This is an optimization exercise on Yosys and OpenROAD, whose aim is small area, not a production implementation.
At most, simulation tests tie the RTL to the original design; equivalence was not proved.

==> inputs of v39 <==
==> flow/design.v <==
package iq_pkg;
	typedef enum logic [2:0] {
		class_alu       = 3'd0,  
		class_lui_auipc = 3'd1,
		class_branch    = 3'd2,
		class_jal       = 3'd3,
		class_jalr      = 3'd4,
		class_load      = 3'd5,
		class_store     = 3'd6,
		class_illegal   = 3'd7   
	} inst_class_e;
	typedef logic [$clog2(16)-1:0] rob_tag_t;
	typedef logic [$clog2(8)-1:0] rs_idx_t;
	typedef struct packed {
		logic [32-1:0] inst;
		logic [32-1:0] pc;
		inst_class_e      cls;
		logic [4:0]       rd;  
		logic [32-1:0] imm;
		logic [32-1:0] target;  
		logic             pred_taken;
		logic             needs_rs1;  
		logic             needs_rs2;
	} iq_entry_t;
endpackage
`timescale 1ns/1ns
module inst_decode (
	input  logic [32-1:0]   inst,
	output iq_pkg::inst_class_e inst_class,
	output logic [4:0]         rd,
	output logic [32-1:0]   imm,
	output logic               needs_rs1,
	output logic               needs_rs2
);
	logic [6:0]       opcode;
	logic [32-1:0] imm_i;
	logic [32-1:0] imm_s;
	logic [32-1:0] imm_b;
	logic [32-1:0] imm_u;
	logic [32-1:0] imm_j;
	logic             has_rd;
	assign opcode = inst[6:0];
	assign imm_i = {{20{inst[31]}}, inst[31:20]};
	assign imm_s = {{20{inst[31]}}, inst[31:25], inst[11:7]};
	assign imm_b = {{19{inst[31]}}, inst[31], inst[7], inst[30:25], inst[11:8], 1'b0};
	assign imm_u = {inst[31:12], 12'h000};
	assign imm_j = {{11{inst[31]}}, inst[31], inst[19:12], inst[20], inst[30:21], 1'b0};
	always_comb begin
		inst_class = iq_pkg::class_illegal;
		imm        = '0;
		case (opcode)
			7'b0110011: inst_class = iq_pkg::class_alu;  
			7'b0010011: begin
				inst_class = iq_pkg::class_alu;
				imm        = imm_i;
			end
			7'b0110111, 7'b0010111: begin  
				inst_class = iq_pkg::class_lui_auipc;
				imm        = imm_u;
			end
			7'b1100011: begin
				inst_class = iq_pkg::class_branch;
				imm        = imm_b;
			end
			7'b1101111: begin
				inst_class = iq_pkg::class_jal;
				imm        = imm_j;
			end
			7'b1100111: begin
				inst_class = iq_pkg::class_jalr;
				imm        = imm_i;
			end
			7'b0000011: begin
				inst_class = iq_pkg::class_load;
				imm        = imm_i;
			end
			7'b0100011: begin
				inst_class = iq_pkg::class_store;
				imm        = imm_s;
			end
			default: ;  
		endcase
	end
	assign has_rd = (inst_class != iq_pkg::class_branch) &&
		(inst_class != iq_pkg::class_store) && (inst_class != iq_pkg::class_illegal);
	assign rd = has_rd ? inst[11:7] : 5'd0;
	assign needs_rs1 = (inst_class != iq_pkg::class_lui_auipc) &&
		(inst_class != iq_pkg::class_jal);
	assign needs_rs2 = (opcode == 7'b0110011) || (inst_class == iq_pkg::class_branch) ||
		(inst_class == iq_pkg::class_store);
endmodule
`timescale 1ns/1ns
module fetch_unit (
	input  logic                        clk,
	input  logic                        rst,
	input  logic                        flush,
	input  logic [32-1:0]            flush_pc,
	output logic [32-1:0]            icache_addr,
	input  logic                        icache_hit,
	input  logic [32-1:0]            icache_data,
	output logic                        icache_fill,
	output logic [32-1:0]            icache_fill_addr,
	output logic [32-1:0]            icache_fill_data,
	output logic                        mem_req,
	output logic [32-1:0]            mem_addr,
	input  logic                        mem_ok,
	input  logic [32-1:0]            mem_data,
	output logic [12-1:0]  bht_index,
	input  logic                        bht_taken,
	input  logic                        iq_full,
	output logic                        push,
	output iq_pkg::iq_entry_t           push_entry
);
	logic [32-1:0]    pc;
	logic [32-1:0]    req_addr;    
	logic                waiting;     
	logic                discard;     
	logic                can_fetch;
	logic                take_hit;
	logic                take_mem;
	logic [32-1:0]    fetch_inst;
	logic [32-1:0]    pc_plus4;
	logic [32-1:0]    pc_plus_imm;
	logic [32-1:0]    next_pc;
	iq_pkg::inst_class_e dec_class;
	logic [4:0]          dec_rd;
	logic [32-1:0]    dec_imm;
	logic                dec_rs1;
	logic                dec_rs2;
	assign can_fetch = !rst && !waiting && !iq_full && !flush;
	assign take_hit  = can_fetch && icache_hit;
	assign take_mem  = mem_ok && waiting && !discard && !flush;
	assign push      = take_hit || take_mem;
	assign icache_addr = pc;
	assign mem_req     = can_fetch && !icache_hit;  
	assign mem_addr    = pc;
	assign icache_fill      = mem_ok && waiting;
	assign icache_fill_addr = req_addr;
	assign icache_fill_data = mem_data;
	assign fetch_inst = take_mem ? mem_data : icache_data;
	assign bht_index  = fetch_inst[12-1:0];
	inst_decode i_inst_decode (
		.inst       (fetch_inst),
		.inst_class (dec_class),
		.rd         (dec_rd),
		.imm        (dec_imm),
		.needs_rs1  (dec_rs1),
		.needs_rs2  (dec_rs2)
	);
	assign pc_plus4    = pc + 32'(4);
	assign pc_plus_imm = pc + dec_imm;
	always_comb begin
		case (dec_class)
			iq_pkg::class_jal:    next_pc = pc_plus_imm;
			iq_pkg::class_branch: next_pc = bht_taken ? pc_plus_imm : pc_plus4;
			default:              next_pc = pc_plus4;
		endcase
	end
	always_comb begin
		push_entry            = '0;
		push_entry.inst       = fetch_inst;
		push_entry.pc         = pc;
		push_entry.cls        = dec_class;
		push_entry.rd         = dec_rd;
		push_entry.imm        = dec_imm;
		push_entry.needs_rs1  = dec_rs1;
		push_entry.needs_rs2  = dec_rs2;
		if (dec_class == iq_pkg::class_branch) begin
			push_entry.target     = pc_plus_imm;
			push_entry.pred_taken = bht_taken;
		end
	end
	always_ff @(posedge clk) begin
		if (rst) begin
			pc      <= 32'h0000_0000;
			waiting <= 1'b0;
			discard <= 1'b0;
		end else if (flush) begin
			pc      <= flush_pc;
			waiting <= waiting && !mem_ok;  
			discard <= waiting && !mem_ok;
		end else begin
			if (mem_req)
				waiting <= 1'b1;
			if (mem_ok) begin
				waiting <= 1'b0;
				discard <= 1'b0;
			end
			if (push)
				pc <= next_pc;
		end
	end
	always_ff @(posedge clk) begin
		if (mem_req)
			req_addr <= pc;
	end
endmodule
`timescale 1ns/1ns
module inst_queue (
	input  logic              clk,
	input  logic              rst,
	input  logic              flush,
	input  logic              push,
	input  iq_pkg::iq_entry_t push_entry,
	input  logic              pop,
	output iq_pkg::iq_entry_t head,
	output logic              not_empty,
	output logic              full
);
	localparam int PTR_W = $clog2(16);
	logic [4*32+10:0] mem [0:16-1];  
	logic [PTR_W-1:0]  rd_ptr;
	logic [PTR_W-1:0]  wr_ptr;
	logic [PTR_W:0]    count;  
	assign head      = mem[rd_ptr];
	assign not_empty = (count != '0) && !flush;  
	assign full      = (count == (PTR_W+1)'(16));
	always_ff @(posedge clk) begin
		if (rst || flush) begin
			rd_ptr <= '0;
			wr_ptr <= '0;
			count  <= '0;
		end else begin
			if (push)
				wr_ptr <= wr_ptr + 1'b1;  
			if (pop)
				rd_ptr <= rd_ptr + 1'b1;
			case ({push, pop})
				2'b10:   count <= count + 1'b1;
				2'b01:   count <= count - 1'b1;
				default: ;  
			endcase
		end
	end
	always_ff @(posedge clk) begin
		if (push && !flush)
			mem[wr_ptr] <= push_entry;
	end
endmodule
`timescale 1ns/1ns
module dispatch_unit (
	input  iq_pkg::iq_entry_t   head,
	input  logic                not_empty,
	output logic                pop,
	input  logic                rob_full,
	input  iq_pkg::rob_tag_t    rob_tail_tag,
	output logic                rob_alloc,
	output logic [32-1:0]    rob_pc,
	output logic [32-1:0]    rob_inst,
	output iq_pkg::inst_class_e rob_class,
	output logic [4:0]          rob_dest,
	output logic [32-1:0]    rob_target,
	output logic                rob_pred_taken,
	input  logic                rs_free,
	input  iq_pkg::rs_idx_t     rs_free_idx,
	output logic                rs_alloc,
	output iq_pkg::rs_idx_t     rs_idx,
	output logic [32-1:0]    rs_inst,
	output logic [32-1:0]    rs_pc,
	output logic [32-1:0]    rs_imm,
	output logic [32-1:0]    rs_target,
	output iq_pkg::rob_tag_t    rs_tag,
	input  logic                slb_full,
	output logic                slb_alloc,
	output logic [32-1:0]    slb_inst,
	output logic [32-1:0]    slb_pc,
	output logic [32-1:0]    slb_imm,
	output iq_pkg::rob_tag_t    slb_tag,
	output logic                rename_we,
	output logic [4:0]          rename_rd,
	output iq_pkg::rob_tag_t    rename_tag
);
	logic is_mem;    
	logic no_rd;     
	logic slot_ok;   
	logic issue;
	assign is_mem = (head.cls == iq_pkg::class_load) || (head.cls == iq_pkg::class_store);
	assign no_rd  = (head.cls == iq_pkg::class_branch) || (head.cls == iq_pkg::class_store);
	assign slot_ok = is_mem ? !slb_full : rs_free;
	assign issue   = not_empty && !rob_full && slot_ok;
	assign pop       = issue;  
	assign rob_alloc = issue;
	assign rs_alloc  = issue && !is_mem;
	assign slb_alloc = issue && is_mem;
	assign rename_we = issue && !no_rd;
	assign rob_pc         = head.pc;
	assign rob_inst       = head.inst;
	assign rob_class      = head.cls;
	assign rob_dest       = head.rd;
	assign rob_target     = head.target;
	assign rob_pred_taken = head.pred_taken;
	assign rs_idx    = rs_free_idx;
	assign rs_inst   = head.inst;
	assign rs_pc     = head.pc;
	assign rs_imm    = head.imm;
	assign rs_target = head.target;
	assign rs_tag    = rob_tail_tag;
	assign slb_inst = head.inst;
	assign slb_pc   = head.pc;
	assign slb_imm  = head.imm;
	assign slb_tag  = rob_tail_tag;
	assign rename_rd  = head.rd;
	assign rename_tag = rob_tail_tag;
endmodule
`timescale 1ns/1ns
module iq_top (
	input  logic                       clk,
	input  logic                       rst,
	input  logic                       flush,
	input  logic [32-1:0]           flush_pc,
	output logic [32-1:0]           icache_addr,
	input  logic                       icache_hit,
	input  logic [32-1:0]           icache_data,
	output logic                       icache_fill,
	output logic [32-1:0]           icache_fill_addr,
	output logic [32-1:0]           icache_fill_data,
	output logic                       mem_req,
	output logic [32-1:0]           mem_addr,
	input  logic                       mem_ok,
	input  logic [32-1:0]           mem_data,
	output logic [12-1:0] bht_index,
	input  logic                       bht_taken,
	input  logic                       rob_full,
	input  logic [3:0]                 rob_tail_tag,
	output logic                       rob_alloc,
	output logic [32-1:0]           rob_pc,
	output logic [32-1:0]           rob_inst,
	output logic [2:0]                 rob_class,
	output logic [4:0]                 rob_dest,
	output logic [32-1:0]           rob_target,
	output logic                       rob_pred_taken,
	input  logic                       rs_free,
	input  logic [2:0]                 rs_free_idx,
	output logic                       rs_alloc,
	output logic [2:0]                 rs_idx,
	output logic [32-1:0]           rs_inst,
	output logic [32-1:0]           rs_pc,
	output logic [32-1:0]           rs_imm,
	output logic [32-1:0]           rs_target,
	output logic [3:0]                 rs_tag,
	input  logic                       slb_full,
	output logic                       slb_alloc,
	output logic [32-1:0]           slb_inst,
	output logic [32-1:0]           slb_pc,
	output logic [32-1:0]           slb_imm,
	output logic [3:0]                 slb_tag,
	output logic                       rename_we,
	output logic [4:0]                 rename_rd,
	output logic [3:0]                 rename_tag
);
	logic              push;
	iq_pkg::iq_entry_t push_entry;
	logic              iq_full;
	logic              pop;
	iq_pkg::iq_entry_t head;
	logic              not_empty;
	fetch_unit i_fetch_unit (
		.clk, .rst, .flush, .flush_pc,
		.icache_addr, .icache_hit, .icache_data,
		.icache_fill, .icache_fill_addr, .icache_fill_data,
		.mem_req, .mem_addr, .mem_ok, .mem_data,
		.bht_index, .bht_taken,
		.iq_full, .push, .push_entry
	);
	inst_queue i_inst_queue (
		.clk, .rst, .flush,
		.push, .push_entry,
		.pop, .head, .not_empty,
		.full (iq_full)
	);
	dispatch_unit i_dispatch_unit (
		.head, .not_empty, .pop,
		.rob_full, .rob_tail_tag, .rob_alloc, .rob_pc, .rob_inst, .rob_class,
		.rob_dest, .rob_target, .rob_pred_taken,
		.rs_free, .rs_free_idx, .rs_alloc, .rs_idx, .rs_inst, .rs_pc, .rs_imm,
		.rs_target, .rs_tag,
		.slb_full, .slb_alloc, .slb_inst, .slb_pc, .slb_imm, .slb_tag,
		.rename_we, .rename_rd, .rename_tag
	);
endmodule
==> flow/run.sh <==
#!/bin/bash
# synth_recipe.tcl (not shown) runs the flow's synth.tcl, then flattens the netlist and writes it again
# the make line also repeats each setting of config.mk as NAME=value (left out here)
make -C /OpenROAD-flow-scripts/flow DESIGN_CONFIG=/design/flow/config.mk WORK_HOME=/design/flow/orfs CLKGATE_MAP_FILE= SYNTH_SCRIPT=/design/flow/synth_recipe.tcl finish
==> flow/config.mk <==
export PLATFORM = sky130hd
export DESIGN_NAME = iq_top
export DESIGN_NICKNAME = iq_top
export VERILOG_FILES = /design/flow/design.v
export SDC_FILE = /design/flow/constraint.sdc
export NUM_CORES = 4
export LEC_CHECK = 0
export CAP_MARGIN = 20
export CORE_MARGIN = 2
export CORE_UTILIZATION = 40
export SLEW_MARGIN = 20
==> flow/constraint.sdc <==
create_clock -name core_clock -period 7.5 [get_ports {clk}]
set_input_delay 1.5000 -clock core_clock [delete_from_list [all_inputs] [get_ports {clk}]]
set_output_delay 1.5000 -clock core_clock [all_outputs]
set_load 0.01 [all_outputs]
==> v5: changes against v39 <==
--- a/flow/design.v
+++ b/flow/design.v
@@ -12,25 +12,16 @@
 	typedef logic [$clog2(16)-1:0] rob_tag_t;
 	typedef logic [$clog2(8)-1:0] rs_idx_t;
 	typedef struct packed {
+		logic             pred_taken;  
 		logic [32-1:0] inst;
-		logic [32-1:0] pc;
-		inst_class_e      cls;
-		logic [4:0]       rd;  
-		logic [32-1:0] imm;
-		logic [32-1:0] target;  
-		logic             pred_taken;
-		logic             needs_rs1;  
-		logic             needs_rs2;
-	} iq_entry_t;
+	} iq_slot_t;
 endpackage
 `timescale 1ns/1ns
 module inst_decode (
 	input  logic [32-1:0]   inst,
 	output iq_pkg::inst_class_e inst_class,
 	output logic [4:0]         rd,
-	output logic [32-1:0]   imm,
-	output logic               needs_rs1,
-	output logic               needs_rs2
+	output logic [32-1:0]   imm
 );
 	logic [6:0]       opcode;
 	logic [32-1:0] imm_i;
@@ -84,10 +75,6 @@
 	assign has_rd = (inst_class != iq_pkg::class_branch) &&
 		(inst_class != iq_pkg::class_store) && (inst_class != iq_pkg::class_illegal);
 	assign rd = has_rd ? inst[11:7] : 5'd0;
-	assign needs_rs1 = (inst_class != iq_pkg::class_lui_auipc) &&
-		(inst_class != iq_pkg::class_jal);
-	assign needs_rs2 = (opcode == 7'b0110011) || (inst_class == iq_pkg::class_branch) ||
-		(inst_class == iq_pkg::class_store);
 endmodule
 `timescale 1ns/1ns
 module fetch_unit (
@@ -108,25 +95,21 @@
 	output logic [12-1:0]  bht_index,
 	input  logic                        bht_taken,
 	input  logic                        iq_full,
+	input  logic [32-1:0]            stash_addr,  
+	output logic [32-1:0]            pc,
+	output logic                        discard,
 	output logic                        push,
-	output iq_pkg::iq_entry_t           push_entry
+	output iq_pkg::iq_slot_t            push_slot
 );
-	logic [32-1:0]    pc;
-	logic [32-1:0]    req_addr;    
 	logic                waiting;     
-	logic                discard;     
 	logic                can_fetch;
 	logic                take_hit;
 	logic                take_mem;
 	logic [32-1:0]    fetch_inst;
-	logic [32-1:0]    pc_plus4;
-	logic [32-1:0]    pc_plus_imm;
+	logic                is_jal;
+	logic                is_branch;
+	logic [32-1:0]    jump_imm;
 	logic [32-1:0]    next_pc;
-	iq_pkg::inst_class_e dec_class;
-	logic [4:0]          dec_rd;
-	logic [32-1:0]    dec_imm;
-	logic                dec_rs1;
-	logic                dec_rs2;
 	assign can_fetch = !rst && !waiting && !iq_full && !flush;
 	assign take_hit  = can_fetch && icache_hit;
 	assign take_mem  = mem_ok && waiting && !discard && !flush;
@@ -135,41 +118,18 @@
 	assign mem_req     = can_fetch && !icache_hit;  
 	assign mem_addr    = pc;
 	assign icache_fill      = mem_ok && waiting;
-	assign icache_fill_addr = req_addr;
+	assign icache_fill_addr = discard ? stash_addr : pc;
 	assign icache_fill_data = mem_data;
 	assign fetch_inst = take_mem ? mem_data : icache_data;
 	assign bht_index  = fetch_inst[12-1:0];
-	inst_decode i_inst_decode (
-		.inst       (fetch_inst),
-		.inst_class (dec_class),
-		.rd         (dec_rd),
-		.imm        (dec_imm),
-		.needs_rs1  (dec_rs1),
-		.needs_rs2  (dec_rs2)
-	);
-	assign pc_plus4    = pc + 32'(4);
-	assign pc_plus_imm = pc + dec_imm;
-	always_comb begin
-		case (dec_class)
-			iq_pkg::class_jal:    next_pc = pc_plus_imm;
-			iq_pkg::class_branch: next_pc = bht_taken ? pc_plus_imm : pc_plus4;
-			default:              next_pc = pc_plus4;
-		endcase
-	end
-	always_comb begin
-		push_entry            = '0;
-		push_entry.inst       = fetch_inst;
-		push_entry.pc         = pc;
-		push_entry.cls        = dec_class;
-		push_entry.rd         = dec_rd;
-		push_entry.imm        = dec_imm;
-		push_entry.needs_rs1  = dec_rs1;
-		push_entry.needs_rs2  = dec_rs2;
-		if (dec_class == iq_pkg::class_branch) begin
-			push_entry.target     = pc_plus_imm;
-			push_entry.pred_taken = bht_taken;
-		end
-	end
+	assign is_jal    = fetch_inst[6:0] == 7'b1101111;
+	assign is_branch = fetch_inst[6:0] == 7'b1100011;
+	assign jump_imm  = is_jal ?
+		{{11{fetch_inst[31]}}, fetch_inst[31], fetch_inst[19:12], fetch_inst[20], fetch_inst[30:21], 1'b0} :
+		{{19{fetch_inst[31]}}, fetch_inst[31], fetch_inst[7], fetch_inst[30:25], fetch_inst[11:8], 1'b0};
+	assign next_pc = (is_jal || (is_branch && bht_taken)) ? pc + jump_imm : pc + 32'(4);
+	assign push_slot.inst       = fetch_inst;
+	assign push_slot.pred_taken = is_branch && bht_taken;
 	always_ff @(posedge clk) begin
 		if (rst) begin
 			pc      <= 32'h0000_0000;
@@ -190,10 +150,6 @@
 				pc <= next_pc;
 		end
 	end
-	always_ff @(posedge clk) begin
-		if (mem_req)
-			req_addr <= pc;
-	end
 endmodule
 `timescale 1ns/1ns
 module inst_queue (
@@ -201,20 +157,26 @@
 	input  logic              rst,
 	input  logic              flush,
 	input  logic              push,
-	input  iq_pkg::iq_entry_t push_entry,
+	input  iq_pkg::iq_slot_t  push_slot,
+	input  logic [32-1:0]  fetch_pc,    
+	input  logic              discard,     
 	input  logic              pop,
-	output iq_pkg::iq_entry_t head,
+	input  logic [32-1:0]  next_head_pc,
+	output iq_pkg::iq_slot_t  head,
+	output logic [32-1:0]  head_pc,
 	output logic              not_empty,
 	output logic              full
 );
 	localparam int PTR_W = $clog2(16);
-	logic [4*32+10:0] mem [0:16-1];  
-	logic [PTR_W-1:0]  rd_ptr;
-	logic [PTR_W-1:0]  wr_ptr;
-	logic [PTR_W:0]    count;  
+	logic [32:0]   mem [0:16-1];  
+	logic [PTR_W-1:0] rd_ptr;
+	logic [PTR_W-1:0] wr_ptr;
+	logic [PTR_W:0]   count;  
+	logic             empty;
+	assign empty     = (count == '0);
 	assign head      = mem[rd_ptr];
-	assign not_empty = (count != '0) && !flush;  
-	assign full      = (count == (PTR_W+1)'(16));
+	assign not_empty = !empty && !flush;  
+	assign full      = count[PTR_W];
 	always_ff @(posedge clk) begin
 		if (rst || flush) begin
 			rd_ptr <= '0;
@@ -233,15 +195,23 @@
 		end
 	end
 	always_ff @(posedge clk) begin
-		if (push && !flush)
-			mem[wr_ptr] <= push_entry;
+		if (pop)
+			head_pc <= next_head_pc;
+		else if ((empty || flush) && !discard)
+			head_pc <= fetch_pc;
+	end
+	always_ff @(posedge clk) begin
+		if (push)
+			mem[wr_ptr] <= push_slot;
 	end
 endmodule
 `timescale 1ns/1ns
 module dispatch_unit (
-	input  iq_pkg::iq_entry_t   head,
+	input  iq_pkg::iq_slot_t    head,
+	input  logic [32-1:0]    head_pc,
 	input  logic                not_empty,
 	output logic                pop,
+	output logic [32-1:0]    next_head_pc,
 	input  logic                rob_full,
 	input  iq_pkg::rob_tag_t    rob_tail_tag,
 	output logic                rob_alloc,
@@ -270,12 +240,25 @@
 	output logic [4:0]          rename_rd,
 	output iq_pkg::rob_tag_t    rename_tag
 );
-	logic is_mem;    
-	logic no_rd;     
-	logic slot_ok;   
-	logic issue;
-	assign is_mem = (head.cls == iq_pkg::class_load) || (head.cls == iq_pkg::class_store);
-	assign no_rd  = (head.cls == iq_pkg::class_branch) || (head.cls == iq_pkg::class_store);
+	iq_pkg::inst_class_e cls;
+	logic [4:0]          rd;
+	logic [32-1:0]    imm;
+	logic [32-1:0]    pc_plus_imm;
+	logic                is_mem;    
+	logic                no_rd;     
+	logic                slot_ok;   
+	logic                issue;
+	inst_decode i_inst_decode (
+		.inst       (head.inst),
+		.inst_class (cls),
+		.rd         (rd),
+		.imm        (imm)
+	);
+	assign pc_plus_imm = head_pc + imm;
+	assign next_head_pc = (cls == iq_pkg::class_jal || head.pred_taken) ?
+		pc_plus_imm : head_pc + 32'(4);
+	assign is_mem = (cls == iq_pkg::class_load) || (cls == iq_pkg::class_store);
+	assign no_rd  = (cls == iq_pkg::class_branch) || (cls == iq_pkg::class_store);
 	assign slot_ok = is_mem ? !slb_full : rs_free;
 	assign issue   = not_empty && !rob_full && slot_ok;
 	assign pop       = issue;  
@@ -283,23 +266,23 @@
 	assign rs_alloc  = issue && !is_mem;
 	assign slb_alloc = issue && is_mem;
 	assign rename_we = issue && !no_rd;
-	assign rob_pc         = head.pc;
+	assign rob_pc         = head_pc;
 	assign rob_inst       = head.inst;
-	assign rob_class      = head.cls;
-	assign rob_dest       = head.rd;
-	assign rob_target     = head.target;
+	assign rob_class      = cls;
+	assign rob_dest       = rd;
+	assign rob_target     = (cls == iq_pkg::class_branch) ? pc_plus_imm : '0;
 	assign rob_pred_taken = head.pred_taken;
 	assign rs_idx    = rs_free_idx;
 	assign rs_inst   = head.inst;
-	assign rs_pc     = head.pc;
-	assign rs_imm    = head.imm;
-	assign rs_target = head.target;
+	assign rs_pc     = head_pc;
+	assign rs_imm    = imm;
+	assign rs_target = rob_target;
 	assign rs_tag    = rob_tail_tag;
 	assign slb_inst = head.inst;
-	assign slb_pc   = head.pc;
-	assign slb_imm  = head.imm;
+	assign slb_pc   = head_pc;
+	assign slb_imm  = imm;
 	assign slb_tag  = rob_tail_tag;
-	assign rename_rd  = head.rd;
+	assign rename_rd  = rd;
 	assign rename_tag = rob_tail_tag;
 endmodule
 `timescale 1ns/1ns
@@ -349,10 +332,14 @@
 	output logic [3:0]                 rename_tag
 );
 	logic              push;
-	iq_pkg::iq_entry_t push_entry;
+	iq_pkg::iq_slot_t  push_slot;
 	logic              iq_full;
 	logic              pop;
-	iq_pkg::iq_entry_t head;
+	iq_pkg::iq_slot_t  head;
+	logic [32-1:0]  head_pc;
+	logic [32-1:0]  next_head_pc;
+	logic [32-1:0]  fetch_pc;
+	logic              discard;
 	logic              not_empty;
 	fetch_unit i_fetch_unit (
 		.clk, .rst, .flush, .flush_pc,
@@ -360,16 +347,17 @@
 		.icache_fill, .icache_fill_addr, .icache_fill_data,
 		.mem_req, .mem_addr, .mem_ok, .mem_data,
 		.bht_index, .bht_taken,
-		.iq_full, .push, .push_entry
+		.iq_full, .stash_addr (head_pc), .pc (fetch_pc), .discard,
+		.push, .push_slot
 	);
 	inst_queue i_inst_queue (
 		.clk, .rst, .flush,
-		.push, .push_entry,
-		.pop, .head, .not_empty,
+		.push, .push_slot, .fetch_pc, .discard,
+		.pop, .next_head_pc, .head, .head_pc, .not_empty,
 		.full (iq_full)
 	);
 	dispatch_unit i_dispatch_unit (
-		.head, .not_empty, .pop,
+		.head, .head_pc, .not_empty, .pop, .next_head_pc,
 		.rob_full, .rob_tail_tag, .rob_alloc, .rob_pc, .rob_inst, .rob_class,
 		.rob_dest, .rob_target, .rob_pred_taken,
 		.rs_free, .rs_free_idx, .rs_alloc, .rs_idx, .rs_inst, .rs_pc, .rs_imm,
==> run notes <==
Between v39 and v5, the lower synthesized cell count is in v5 (gap about 80%, measured against v5). Of v39 and v5, v39 has the higher routed wire length (gap 120%, measured against v5). Between v5 and v39, the lower register-to-register slack is in v39 (gap 0.92 ns). Of v5 and v39, v39 has the higher non-clock buffer count (gap 68). Between v39 and v5, the lower global-route usage is in v39 (gap 5.4 points). In v5 the die area is lower than in v39, by about 64%. The design area of v39 is 2.6 times that of v5. In v5 the first-iteration DRC count is lower than in v39, by 50%. Between v5 and v39, the lower clock skew is in v39 (gap 0.016 ns).
Function not checked in v39: the RTL went through the layout flow alone.

## re-timing with driven ports
The flow's constraints put no driver on any port. The routed layouts listed below were extracted and timed again, unchanged, in two steps.
Step 1, drivers: a clkbuf_16 drives clk and a buf_2 each remaining input, both assumed.
Step 2, shift: input delay + t, output delay - t, t = (earliest + latest rising clock arrival at the registers) / 2. This alone moves slack from input paths to output paths.
a / b / c = ideal ports / drivers / drivers and shift; a / b = the first two.
run | t (ns) | setup WS [ns] | worst hold slack (ns) | latest minus earliest clock arrival (ns) | cell pins on the clock port's net
v39 | 0.936 | 0.519 / 0.577 / -0.359 | 0.511 / 0.511 / 0.511 | 0.031 / 0.031 | 1
v5 | 0.681 | 0.156 / 0.091 / 0.343 | 0.526 / 0.526 / 0.526 | 0.045 / 0.045 | 1
Met with ideal ports but missed after step 2: setup timing in v39. The setup slack of v39, which loses most, moves by +0.058 ns with the drivers and by -0.878 ns with both steps.
